From an optimization exercise on the open Yosys and OpenROAD flow, aimed at small area, a short achievable clock period and few clock cycles; shortcuts taken in it are not production practice.
Only simulation tests tie the RTL to the original design; equivalence was not proved.
Power figures rest on the tool's default switching activity, not on a simulated workload.

$ cat design/flow/config.mk
export PLATFORM = sky130hd
export DESIGN_NAME = cab_bridge_top
export DESIGN_NICKNAME = cab_bridge_top
export VERILOG_FILES = /design/flow/design.v
export SDC_FILE = /design/flow/constraint.sdc
export NUM_CORES = 4
export LEC_CHECK = 0
export CAP_MARGIN = 20
export CORE_MARGIN = 2
export CORE_UTILIZATION = 40
export SLEW_MARGIN = 20
$ cat design/flow/run.sh
#!/bin/bash
# synth_recipe.tcl (not shown) runs the flow's synth.tcl, then flattens the netlist and writes it again
# the make line also repeats each setting of config.mk as NAME=value (left out here)
make -C /OpenROAD-flow-scripts/flow DESIGN_CONFIG=/design/flow/config.mk WORK_HOME=/design/flow/orfs CLKGATE_MAP_FILE= SYNTH_SCRIPT=/design/flow/synth_recipe.tcl finish
$ cat design/flow/design.v
package cab_bus_pkg;
  typedef logic [15:0] addr_t;
  typedef logic [31:0] data_t;
  typedef logic [15:0] half_t;
  typedef union packed {
    struct packed {
      logic [13:0] offset;
      logic        rsvd;
      logic        wr;
    } hdr;
    half_t data;
  } sreq_word_u;
  typedef enum logic [1:0] {
    send_addr,
    send_wdata_lo,
    send_wdata_hi
  } send_state_t;
endpackage
package cab_map_pkg;
  localparam int CAB_WINDOW = 4096;
  localparam int HDR_OFS_LSB = 2;
  localparam int DEFAULT_TIMEOUT = 250000;
endpackage
`timescale 1ns/1ns
module cab_req_decode #(
  parameter int MST_CNT = 2,
  parameter int SLV_CNT = 2
) (
  input  logic               clk,
  input  logic               rst_n,
  input  logic [MST_CNT-1:0][15:0] maddr,
  input  logic [MST_CNT-1:0][31:0] mwdata,
  input  logic [MST_CNT-1:0] mwr,
  input  logic [MST_CNT-1:0] mreq,
  input  logic               req_pop,
  output logic [MST_CNT-1:0] mrdy,
  output logic               req_valid,
  output logic [MST_CNT-1:0] req_mid,
  output logic [SLV_CNT-1:0] req_sid,
  output cab_bus_pkg::addr_t req_offset,
  output logic               req_wr,
  output cab_bus_pkg::data_t req_wdata
);
  localparam int Q_DEPTH = 8;
  localparam int Q_PTR_W = $clog2(Q_DEPTH);
  logic [SLV_CNT-1:0] dec_sid [MST_CNT];
  cab_bus_pkg::addr_t dec_offset [MST_CNT];
  logic [MST_CNT-1:0] q_empty;
  logic [SLV_CNT-1:0] head_sid [MST_CNT];
  cab_bus_pkg::addr_t head_offset [MST_CNT];
  logic [MST_CNT-1:0] head_wr;
  cab_bus_pkg::data_t head_wdata [MST_CNT];
  always_comb begin
    for (int m = 0; m < MST_CNT; m++) begin
      dec_sid[m] = '0;
      dec_offset[m] = '0;
      for (int s = 0; s < SLV_CNT; s++) begin
        if (int'(maddr[m]) >= s * cab_map_pkg::CAB_WINDOW &&
            int'(maddr[m]) < (s + 1) * cab_map_pkg::CAB_WINDOW) begin
          dec_sid[m][s] = 1'b1;
          dec_offset[m] = maddr[m] - cab_bus_pkg::addr_t'(s * cab_map_pkg::CAB_WINDOW);
        end
      end
    end
  end
  for (genvar m = 0; m < MST_CNT; m++) begin : g_mq
    logic [SLV_CNT-1:0] mem_sid [Q_DEPTH];
    cab_bus_pkg::addr_t mem_offset [Q_DEPTH];
    logic [Q_DEPTH-1:0] mem_wr;
    cab_bus_pkg::data_t mem_wdata [Q_DEPTH];
    logic [Q_PTR_W:0]   wptr;
    logic [Q_PTR_W:0]   rptr;
    logic               push;
    logic               pop;
    assign q_empty[m] = wptr == rptr;
    assign mrdy[m] = !((wptr[Q_PTR_W] != rptr[Q_PTR_W]) &&
                       (wptr[Q_PTR_W-1:0] == rptr[Q_PTR_W-1:0]));
    assign push = mreq[m] && mrdy[m];
    assign pop = req_pop && !q_empty[m];
    always_ff @(posedge clk) begin
      if (push) begin
        mem_sid[wptr[Q_PTR_W-1:0]] <= dec_sid[m];
        mem_offset[wptr[Q_PTR_W-1:0]] <= dec_offset[m];
        mem_wr[wptr[Q_PTR_W-1:0]] <= mwr[m];
        mem_wdata[wptr[Q_PTR_W-1:0]] <= mwdata[m];
      end
    end
    always_ff @(posedge clk or negedge rst_n) begin
      if (!rst_n) begin
        wptr <= '0;
        rptr <= '0;
      end else begin
        if (push) begin
          wptr <= wptr + 1'b1;
        end
        if (pop) begin
          rptr <= rptr + 1'b1;
        end
      end
    end
    assign head_sid[m] = mem_sid[rptr[Q_PTR_W-1:0]];
    assign head_offset[m] = mem_offset[rptr[Q_PTR_W-1:0]];
    assign head_wr[m] = mem_wr[rptr[Q_PTR_W-1:0]];
    assign head_wdata[m] = mem_wdata[rptr[Q_PTR_W-1:0]];
  end
  assign req_mid = ~q_empty;
  assign req_valid = |req_mid;
  always_comb begin
    req_sid = '0;
    req_offset = '0;
    req_wr = 1'b0;
    req_wdata = '0;
    for (int m = 0; m < MST_CNT; m++) begin
      if (req_mid[m]) begin
        req_sid = req_sid | head_sid[m];
        req_offset = req_offset | head_offset[m];
        req_wr = req_wr | head_wr[m];
        req_wdata = req_wdata | head_wdata[m];
      end
    end
  end
endmodule
`timescale 1ns/1ns
module cab_send_fsm #(
  parameter int MST_CNT = 2,
  parameter int SLV_CNT = 2,
  parameter int TIMEOUT_CYCLES = 64
) (
  input  logic               clk,
  input  logic               rst_n,
  input  logic               req_valid,
  input  logic [MST_CNT-1:0] req_mid,
  input  logic [SLV_CNT-1:0] req_sid,
  input  cab_bus_pkg::addr_t req_offset,
  input  logic               req_wr,
  input  cab_bus_pkg::data_t req_wdata,
  input  logic [SLV_CNT-1:0] srdy,
  input  logic               ent_rdy,
  output logic               req_pop,
  output logic [SLV_CNT-1:0] sreq,
  output logic [SLV_CNT-1:0][15:0] sreqdata,
  output logic               ent_push,
  output logic [MST_CNT-1:0] ent_mid,
  output logic [SLV_CNT-1:0] ent_sid,
  output logic               ent_done
);
  localparam int CNT_W = $clog2(TIMEOUT_CYCLES + 1);
  cab_bus_pkg::send_state_t state;
  cab_bus_pkg::send_state_t state_nxt;
  cab_bus_pkg::sreq_word_u  word;
  logic                     slv_rdy;
  logic                     send;
  logic                     wait_slv;
  logic                     tx_timeout;
  logic [CNT_W-1:0]         tx_cnt;
  assign slv_rdy = |(srdy & req_sid);
  assign tx_timeout = tx_cnt == CNT_W'(TIMEOUT_CYCLES - 1);
  always_comb begin
    state_nxt = state;
    send = 1'b0;
    wait_slv = 1'b0;
    req_pop = 1'b0;
    ent_push = 1'b0;
    word = '0;
    case (state)
      cab_bus_pkg::send_addr: begin
        word.hdr.offset = req_offset[cab_map_pkg::HDR_OFS_LSB +: $bits(word.hdr.offset)];
        word.hdr.rsvd = 1'b0;
        word.hdr.wr = req_wr;
        if (req_valid && slv_rdy && ent_rdy) begin
          send = 1'b1;
          if (req_wr) begin
            state_nxt = cab_bus_pkg::send_wdata_lo;
          end else begin
            req_pop = 1'b1;
            ent_push = 1'b1;
          end
        end else if (req_valid && !slv_rdy) begin
          wait_slv = 1'b1;
          req_pop = tx_timeout;
        end
      end
      cab_bus_pkg::send_wdata_lo: begin
        word.data = req_wdata[15:0];
        if (slv_rdy) begin
          send = 1'b1;
          state_nxt = cab_bus_pkg::send_wdata_hi;
        end else begin
          wait_slv = 1'b1;
          if (tx_timeout) begin
            req_pop = 1'b1;
            state_nxt = cab_bus_pkg::send_addr;
          end
        end
      end
      cab_bus_pkg::send_wdata_hi: begin
        word.data = req_wdata[31:16];
        if (slv_rdy) begin
          send = 1'b1;
          req_pop = 1'b1;
          ent_push = 1'b1;
          state_nxt = cab_bus_pkg::send_addr;
        end else begin
          wait_slv = 1'b1;
          if (tx_timeout) begin
            req_pop = 1'b1;
            state_nxt = cab_bus_pkg::send_addr;
          end
        end
      end
      default: begin
        state_nxt = cab_bus_pkg::send_addr;
      end
    endcase
  end
  always_ff @(posedge clk or negedge rst_n) begin
    if (!rst_n) begin
      state <= cab_bus_pkg::send_addr;
    end else begin
      state <= state_nxt;
    end
  end
  always_ff @(posedge clk or negedge rst_n) begin
    if (!rst_n) begin
      tx_cnt <= '0;
    end else if (!wait_slv || req_pop) begin
      tx_cnt <= '0;
    end else begin
      tx_cnt <= tx_cnt + 1'b1;
    end
  end
  assign sreq = send ? req_sid : '0;
  for (genvar s = 0; s < SLV_CNT; s++) begin : g_sdata
    assign sreqdata[s] = sreq[s] ? word.data : '0;
  end
  assign ent_mid = req_mid;
  assign ent_sid = req_sid;
  assign ent_done = req_wr;
endmodule
`timescale 1ns/1ns
module cab_ack_buffer #(
  parameter int MST_CNT = 2,
  parameter int SLV_CNT = 2,
  parameter int ACK_DEPTH = 8,
  parameter int TIMEOUT_CYCLES = 64
) (
  input  logic               clk,
  input  logic               rst_n,
  input  logic               ent_push,
  input  logic [MST_CNT-1:0] ent_mid,
  input  logic [SLV_CNT-1:0] ent_sid,
  input  logic               ent_done,
  input  logic [SLV_CNT-1:0] sack,
  input  logic [SLV_CNT-1:0][15:0] sackdata,
  output logic               ent_rdy,
  output logic [MST_CNT-1:0] mdn,
  output logic [MST_CNT-1:0][31:0] mrdata
);
  localparam int PTR_W = (ACK_DEPTH > 1) ? $clog2(ACK_DEPTH) : 1;
  localparam int CNT_W = $clog2(TIMEOUT_CYCLES + 1);
  logic [ACK_DEPTH-1:0] ent_vld;
  logic [ACK_DEPTH-1:0] ent_cmp;
  logic [ACK_DEPTH-1:0] ent_hsel;
  logic [MST_CNT-1:0]   ent_mid_q [ACK_DEPTH];
  logic [SLV_CNT-1:0]   ent_sid_q [ACK_DEPTH];
  cab_bus_pkg::data_t   ent_data [ACK_DEPTH];
  logic [PTR_W-1:0]     wptr;
  logic [PTR_W-1:0]     rptr;
  logic [SLV_CNT-1:0]   wb_hit;
  logic [PTR_W-1:0]     wb_idx [SLV_CNT];
  logic                 head_vld;
  logic                 head_pop;
  logic                 rx_timeout;
  logic [CNT_W-1:0]     rx_cnt;
  function automatic logic [PTR_W-1:0] ptr_inc(input logic [PTR_W-1:0] p);
    ptr_inc = (p == PTR_W'(ACK_DEPTH - 1)) ? '0 : p + 1'b1;
  endfunction
  always_comb begin
    int idx;
    for (int s = 0; s < SLV_CNT; s++) begin
      wb_hit[s] = 1'b0;
      wb_idx[s] = '0;
      for (int i = ACK_DEPTH - 1; i >= 0; i--) begin
        idx = int'(rptr) + i;
        if (idx >= ACK_DEPTH) begin
          idx = idx - ACK_DEPTH;
        end
        if (ent_vld[idx] && !ent_cmp[idx] && ent_sid_q[idx][s]) begin
          wb_hit[s] = 1'b1;
          wb_idx[s] = PTR_W'(idx);
        end
      end
    end
  end
  always_ff @(posedge clk or negedge rst_n) begin
    if (!rst_n) begin
      ent_vld <= '0;
      ent_cmp <= '0;
      ent_hsel <= '0;
    end else begin
      if (head_pop) begin
        ent_vld[rptr] <= 1'b0;
      end
      if (ent_push) begin
        ent_vld[wptr] <= 1'b1;
        ent_cmp[wptr] <= ent_done;
        ent_hsel[wptr] <= 1'b0;
      end
      for (int s = 0; s < SLV_CNT; s++) begin
        if (sack[s] && wb_hit[s]) begin
          ent_hsel[wb_idx[s]] <= 1'b1;
          if (ent_hsel[wb_idx[s]]) begin
            ent_cmp[wb_idx[s]] <= 1'b1;
          end
        end
      end
    end
  end
  always_ff @(posedge clk) begin
    if (ent_push) begin
      ent_mid_q[wptr] <= ent_mid;
      ent_sid_q[wptr] <= ent_sid;
      ent_data[wptr] <= '0;
    end
    for (int s = 0; s < SLV_CNT; s++) begin
      if (sack[s] && wb_hit[s]) begin
        if (ent_hsel[wb_idx[s]]) begin
          ent_data[wb_idx[s]][31:16] <= sackdata[s];
        end else begin
          ent_data[wb_idx[s]][15:0] <= sackdata[s];
        end
      end
    end
  end
  always_ff @(posedge clk or negedge rst_n) begin
    if (!rst_n) begin
      wptr <= '0;
      rptr <= '0;
    end else begin
      if (ent_push) begin
        wptr <= ptr_inc(wptr);
      end
      if (head_pop) begin
        rptr <= ptr_inc(rptr);
      end
    end
  end
  assign ent_rdy = !ent_vld[wptr];
  assign head_vld = ent_vld[rptr];
  always_ff @(posedge clk or negedge rst_n) begin
    if (!rst_n) begin
      rx_cnt <= '0;
    end else if (!head_vld || ent_cmp[rptr] || head_pop) begin
      rx_cnt <= '0;
    end else begin
      rx_cnt <= rx_cnt + 1'b1;
    end
  end
  assign rx_timeout = head_vld && !ent_cmp[rptr] && rx_cnt == CNT_W'(TIMEOUT_CYCLES - 1);
  assign head_pop = head_vld && (ent_cmp[rptr] || rx_timeout);
  assign mdn = head_pop ? ent_mid_q[rptr] : '0;
  for (genvar m = 0; m < MST_CNT; m++) begin : g_mrdata
    assign mrdata[m] = ent_data[rptr];
  end
endmodule
`timescale 1ns/1ns
module cab_bridge #(
  parameter int MST_CNT = 2,
  parameter int SLV_CNT = 2,
  parameter int ACK_DEPTH = 8,
  parameter int TIMEOUT_CYCLES = cab_map_pkg::DEFAULT_TIMEOUT
) (
  input  logic               clk,
  input  logic               rst_n,
  input  logic [MST_CNT-1:0][15:0] maddr,
  input  logic [MST_CNT-1:0][31:0] mwdata,
  input  logic [MST_CNT-1:0] mwr,
  input  logic [MST_CNT-1:0] mreq,
  output logic [MST_CNT-1:0] mrdy,
  output logic [MST_CNT-1:0] mdn,
  output logic [MST_CNT-1:0][31:0] mrdata,
  input  logic [SLV_CNT-1:0] srdy,
  input  logic [SLV_CNT-1:0] sack,
  input  logic [SLV_CNT-1:0][15:0] sackdata,
  output logic [SLV_CNT-1:0] sreq,
  output logic [SLV_CNT-1:0][15:0] sreqdata
);
  logic               req_valid;
  logic [MST_CNT-1:0] req_mid;
  logic [SLV_CNT-1:0] req_sid;
  cab_bus_pkg::addr_t req_offset;
  logic               req_wr;
  cab_bus_pkg::data_t req_wdata;
  logic               req_pop;
  logic               ent_push;
  logic [MST_CNT-1:0] ent_mid;
  logic [SLV_CNT-1:0] ent_sid;
  logic               ent_done;
  logic               ent_rdy;
  cab_req_decode #(
    .MST_CNT (MST_CNT),
    .SLV_CNT (SLV_CNT)
  ) u_decode (
    .clk        (clk),
    .rst_n      (rst_n),
    .maddr      (maddr),
    .mwdata     (mwdata),
    .mwr        (mwr),
    .mreq       (mreq),
    .req_pop    (req_pop),
    .mrdy       (mrdy),
    .req_valid  (req_valid),
    .req_mid    (req_mid),
    .req_sid    (req_sid),
    .req_offset (req_offset),
    .req_wr     (req_wr),
    .req_wdata  (req_wdata)
  );
  cab_send_fsm #(
    .MST_CNT        (MST_CNT),
    .SLV_CNT        (SLV_CNT),
    .TIMEOUT_CYCLES (TIMEOUT_CYCLES)
  ) u_send (
    .clk        (clk),
    .rst_n      (rst_n),
    .req_valid  (req_valid),
    .req_mid    (req_mid),
    .req_sid    (req_sid),
    .req_offset (req_offset),
    .req_wr     (req_wr),
    .req_wdata  (req_wdata),
    .srdy       (srdy),
    .ent_rdy    (ent_rdy),
    .req_pop    (req_pop),
    .sreq       (sreq),
    .sreqdata   (sreqdata),
    .ent_push   (ent_push),
    .ent_mid    (ent_mid),
    .ent_sid    (ent_sid),
    .ent_done   (ent_done)
  );
  cab_ack_buffer #(
    .MST_CNT        (MST_CNT),
    .SLV_CNT        (SLV_CNT),
    .ACK_DEPTH      (ACK_DEPTH),
    .TIMEOUT_CYCLES (TIMEOUT_CYCLES)
  ) u_ack (
    .clk      (clk),
    .rst_n    (rst_n),
    .ent_push (ent_push),
    .ent_mid  (ent_mid),
    .ent_sid  (ent_sid),
    .ent_done (ent_done),
    .sack     (sack),
    .sackdata (sackdata),
    .ent_rdy  (ent_rdy),
    .mdn      (mdn),
    .mrdata   (mrdata)
  );
endmodule
`timescale 1ns/1ns
module cab_bridge_top (
  input  logic        clk,
  input  logic        rst_n,
  input  logic [31:0] maddr,
  input  logic [63:0] mwdata,
  input  logic [1:0]  mwr,
  input  logic [1:0]  mreq,
  output logic [1:0]  mrdy,
  output logic [1:0]  mdn,
  output logic [63:0] mrdata,
  input  logic [1:0]  srdy,
  input  logic [1:0]  sack,
  input  logic [31:0] sackdata,
  output logic [1:0]  sreq,
  output logic [31:0] sreqdata
);
  cab_bridge #(
    .MST_CNT        (2),
    .SLV_CNT        (2),
    .ACK_DEPTH      (8),
    .TIMEOUT_CYCLES (64)
  ) u_bridge (
    .clk      (clk),
    .rst_n    (rst_n),
    .maddr    (maddr),
    .mwdata   (mwdata),
    .mwr      (mwr),
    .mreq     (mreq),
    .mrdy     (mrdy),
    .mdn      (mdn),
    .mrdata   (mrdata),
    .srdy     (srdy),
    .sack     (sack),
    .sackdata (sackdata),
    .sreq     (sreq),
    .sreqdata (sreqdata)
  );
endmodule
$ cat design/flow/constraint.sdc
create_clock -name core_clock -period 7.0 [get_ports {clk}]
set_input_delay 1.4000 -clock core_clock [delete_from_list [all_inputs] [get_ports {clk}]]
set_output_delay 1.4000 -clock core_clock [all_outputs]
set_load 0.01 [all_outputs]
==> run_results.csv <==
group,metric,value,unit
status,status,"complete, no violations",
drt,avgRoutedWirePerCell,26.4,microns
die,die_h,364,microns
worst_setup_path,crit_slowest_cell,"dfrtp_4",
worst_hold_path,hold_path_class,"flip-flop to flip-flop",
die,num_io_pins,240,
yosys,synth_edf_count,1072,
clock_tree,htreeDepth,3,
power,finalPower,31400,uW
power,vdd_ir_drop_max,0.000454,V
worst_hold_path,min-delay-start,"u_bridge.u_send.tx_cnt[0]",
drt,drc,0,
yosys,post_synth_inst_count,3169,
yosys,synth_ff_type,"edfxtp_1",
yosys,ys_ff_latch,1134,
worst_setup_path,critPathLaunchType,"flip-flop",
final_layout,fill_cells,11000,
yosys,synth-xor-area-share,0.00625,
clock_tree,insertion_delay,0.76,ns
sta,tightest_slew,1.14,ns
global_routing,grt_pass1_wl,201000,microns
clock_tree,cts_tree,"done",
sta,fmax,159,MHz
sta,tns,0,ns
final_layout,final_nets,3557,
clock_tree,cts.sink_count,1134,
worst_setup_path,cp.required,5.60,ns
final_layout,post-route-cell-area,59800,sq um
worst_setup_path,cp_max_fo,52,
final_layout,synthToLayoutAreaGrowth,15.5,%
yosys,yosys.cell_types.count,108,
drt,vias_per_cell,5.71,
place,globalplace.congestion,0.866,
sta,final_hold_viol_count,0,
global_routing,grt-ovfl-total,0,
yosys,synthAdderAreaFrac,0.0111,
yosys,syn_area,51800,sq um
drt,vias,29800,
sta,setup_viol,0,
drt,drt-pass1-iter-count,8,
worst_setup_path,crit_type,"flip-flop to primary output",
yosys,synthSimpleGateAreaFrac,0.0687,
yosys,ys_async_sr_fraction,0.0547,
sta,relSlewSlack,0.240,
clock_tree,cts_buffers,117,
job,drv_cap,0,
worst_setup_path,crit_arrival,4.87,ns
drt,antenna_left,0,
final_layout,utilization,0.464,
die,die_x,364,microns
sta,min_period,6.27,ns
sta,fin_crit_sh,0.896,
die,start_util,0.402,
yosys,muxShareOfSynthArea,0.171,
worst_setup_path,cpMostUsedCell,"buf_4",
global_routing,grt_pass1_vias,29300,
yosys,synth_compound_area_frac,0.0630,
final_layout,area.sequential,33800,sq um
clock_tree,cts-root-buf,"clkbuf_16",
die,dieArea,132000,sq um
yosys,synth.avg_cell_area,16.4,sq um
drt,drtIter0Drc,3235,
sta,rsz0062_at_grt,"false",
global_routing,grt_antenna_before_repair,13,
die,num_rows,132,
worst_setup_path,worst_setup_path_end_kind,"primary output",
yosys,synth_top_family_by_area,"multiplexers",
clock_tree,cts_hold_buf,0,
final_layout,layout-drive-gt1-share,0.212,
sta,finalClockSkew,0.0891,ns
worst_setup_path,cpPeakStageDelay,0.84,ns
place,port_buffers,239,
place,hpwl,88400,microns
worst_setup_path,crit_chain,"xor2_1, nor4_2, buf_4, o22ai_1, a22oi_1, buf_4, nor3_1, nand2_1, nor2_1, clkdlybuf4s50_1",
die,core,129000,sq um
worst_setup_path,r2r-start,"u_bridge.u_ack.rptr[0]",
place,postPlaceCellArea,56200,sq um
clock_tree,clockBufferDepth,3,
power,p_leak,0.0198,uW
yosys,yosysWarnings,9,
yosys,synthesis.nets,3353,
final_layout,multi_input_area,16800,sq um
sta,slew_viol_final,0,
global_routing,grt_start_max_net_pins,69,
yosys,ys_seq_area_frac,0.651,
power,p_per_area,525,nW/um^2
drt,routed_wl,137000,microns
global_routing,grt_usage,0.206,
clock_tree,clkTransAtPathRegs,0.06,ns
clock_tree,post-cts-setup-buffers,0,
worst_setup_path,startpoint,"u_bridge.u_decode.g_mq[0].rptr[0]",
clock_tree,cts_resized,0,
## metal layers
metal / track usage / vias to the layer above / wire, microns
met1: 0.283 / 15400 / 58000
met5: 0 / - / 80
li1: - / 13100 / -
met2: 0.343 / 1046 / 68100
met3: 0.0340 / 196 / 8480
met4: 0.0481 / 12 / 2820
## cells in the mapped netlist (all sizes together), types with 11 or more instances
library cell | number | area share
ha | 46 | 0.011
a21oi | 13 | 0.0015
nor4 | 14 | 0.0019
nand2b | 13 | 0.0016
xor2 | 18 | 0.0030
mux2i | 137 | 0.026
nand2 | 316 | 0.023
mux2 | 86 | 0.019
nor3 | 43 | 0.0057
dfrtp | 62 | 0.030
o31ai | 52 | 0.0085
a222oi | 18 | 0.0035
inv | 61 | 0.0045
buf | 127 | 0.015
edfxtp | 1072 | 0.62
o21ai | 41 | 0.0040
a22o | 118 | 0.020
mux4 | 289 | 0.13
a221o | 11 | 0.0021
o22ai | 51 | 0.0064
and2 | 48 | 0.0058
clkbuf | 124 | 0.0090
nand3 | 35 | 0.0036
nor2 | 178 | 0.013
xnor2 | 19 | 0.0032
## state kept, by name (all words and copies together) (netlist names)
signal / flops
u_bridge.u_ack.ent_cmp: 8
u_bridge.u_decode.g_mq.mem_offset: 224
u_bridge.u_ack.wptr: 3
u_bridge.u_decode.g_mq.mem_wr: 16
u_bridge.u_ack.ent_vld: 8
u_bridge.u_send.state: 2
u_bridge.u_ack.rx_cnt: 7
u_bridge.u_decode.g_mq.rptr: 8
u_bridge.u_ack.ent_sid_q: 16
u_bridge.u_ack.ent_data: 256
u_bridge.u_decode.g_mq.wptr: 8
u_bridge.u_ack.ent_hsel: 8
u_bridge.u_ack.ent_mid_q: 16
u_bridge.u_decode.g_mq.mem_wdata: 512
u_bridge.u_decode.g_mq.mem_sid: 32
u_bridge.u_send.tx_cnt: 7
u_bridge.u_ack.rptr: 3
## power breakdown
| part | leakage (uW) | internal, uW | total (uW) | switching (uW) |
|---|---|---|---|---|
| combinational | 0.00740 | 5980 | 15300 | 9320 |
| clock | 0.00180 | 3320 | 5970 | 2640 |
| sequential | 0.0106 | 9360 | 10100 | 789 |
## cells in the final DEF, fill, tap and decap left out, types with 7 or more instances in the layout
cell and instances:
mux2i_1 137, and3_1 10, nor4_1 10, inv_1 59, nor3_1 30, xor2_1 18
nand2_1 313, o21ai_0 35, nor2_1 161, dfrtp_1 53, or3_1 7, o22ai_1 49
nor2_4 12, dfrtp_4 8, a221o_1 11, nor3_2 7, clkbuf_16 118, mux4_2 284
edfxtp_1 1072, a222oi_1 18, o31ai_2 13, and2_1 48, clkinv_1 26, buf_4 93
ha_1 46, xnor2_1 19, a31oi_1 8, clkinv_2 25, a21oi_1 11, nand4_1 8
clkdlybuf4s50_1 238, mux2_2 86, a22o_1 118, a22oi_1 8, o31ai_1 39, clkbuf_1 28
nand2b_1 13, nand3_1 33
## area by class of cell
cell class              instances  area share
flip-flops and latches       1134       0.564
multi-input cells            1723       0.281
repair buffers                336      0.0532
clock buffers                 146      0.0511
well taps                    1742      0.0364
clock inverters                69      0.0101
inverters                      61     0.00387
diodes                          4    0.000167
## path summary, 6_finish.rpt
kind / to / slack [ns] / cells after the start
hold / removal: u_bridge.u_send.tx_cnt[0] / 0.45 / 1
max in group asynchronous: u_bridge.u_decode.g_mq[0].rptr[1] / 5.48 / 1
setup reg to reg: u_bridge.u_ack.ent_data[2][22] / 1.18 / 13
hold reg to reg: u_bridge.u_send.tx_cnt[0] / 0.45 / 1
setup / recovery: sreqdata[15] / 0.73 / 10
min in group asynchronous: u_bridge.u_ack.rx_cnt[0] / 0.83 / 1
## kinds of logic after synthesis
logic type,after synthesis
buf+inv,312
xor+xnor,37
flops,1134
mux,512
fa+ha+maj,46
simple gates,728
compound gates,400
## stage by stage
step | hold WS (ns) | setup WS (ns) | instances
after CTS | 0.455 | 0.586 | 5211
after floorplan | 0.423 | 1.10 | 3169
after global routing | 0.477 | 0.433 | 5214
after detailed placement | 0.444 | 1.20 | 4996
after global placement | 0.440 | 1.36 | 4996
final | 0.452 | 0.726 | 5215
## worst max-delay path: cells and delay by family, from the launching register on
family,cells,cell delay (ns)
buf+inv,3,1.05
xor+xnor,1,0.27
flops,1,0.84
compound gates,2,0.44
simple gates,4,1.52
Testbench counts, summed over its fixed seeds: cycles 33,265.

[afterwards: timing with drivers on the ports]
The flow's constraints put no driver on any port. The routed layout listed below was extracted and timed again, unchanged, in two steps.
Step 1: set_driving_cell puts a clkbuf_16 on clk and a buf_2 on each other input, an assumption about the parent block.
Step 2 also shifts input and output timing later by t, the mid clock arrival at the registers, as if the neighbouring blocks saw the same clock.
a / b / c = no drivers / after step 1 / after step 2; a / b = the first two.
shift t [ns]: 0.784
setup slack, ns: 0.726 / 0.658 / 1.181
worst setup path after step 2: register to register
slew at the worst register clock pin (ns): 0.07 / 0.07
After both steps this run still meets setup and hold. The setup slack of this run moves by -0.068 ns with the drivers and by +0.455 ns with both steps.
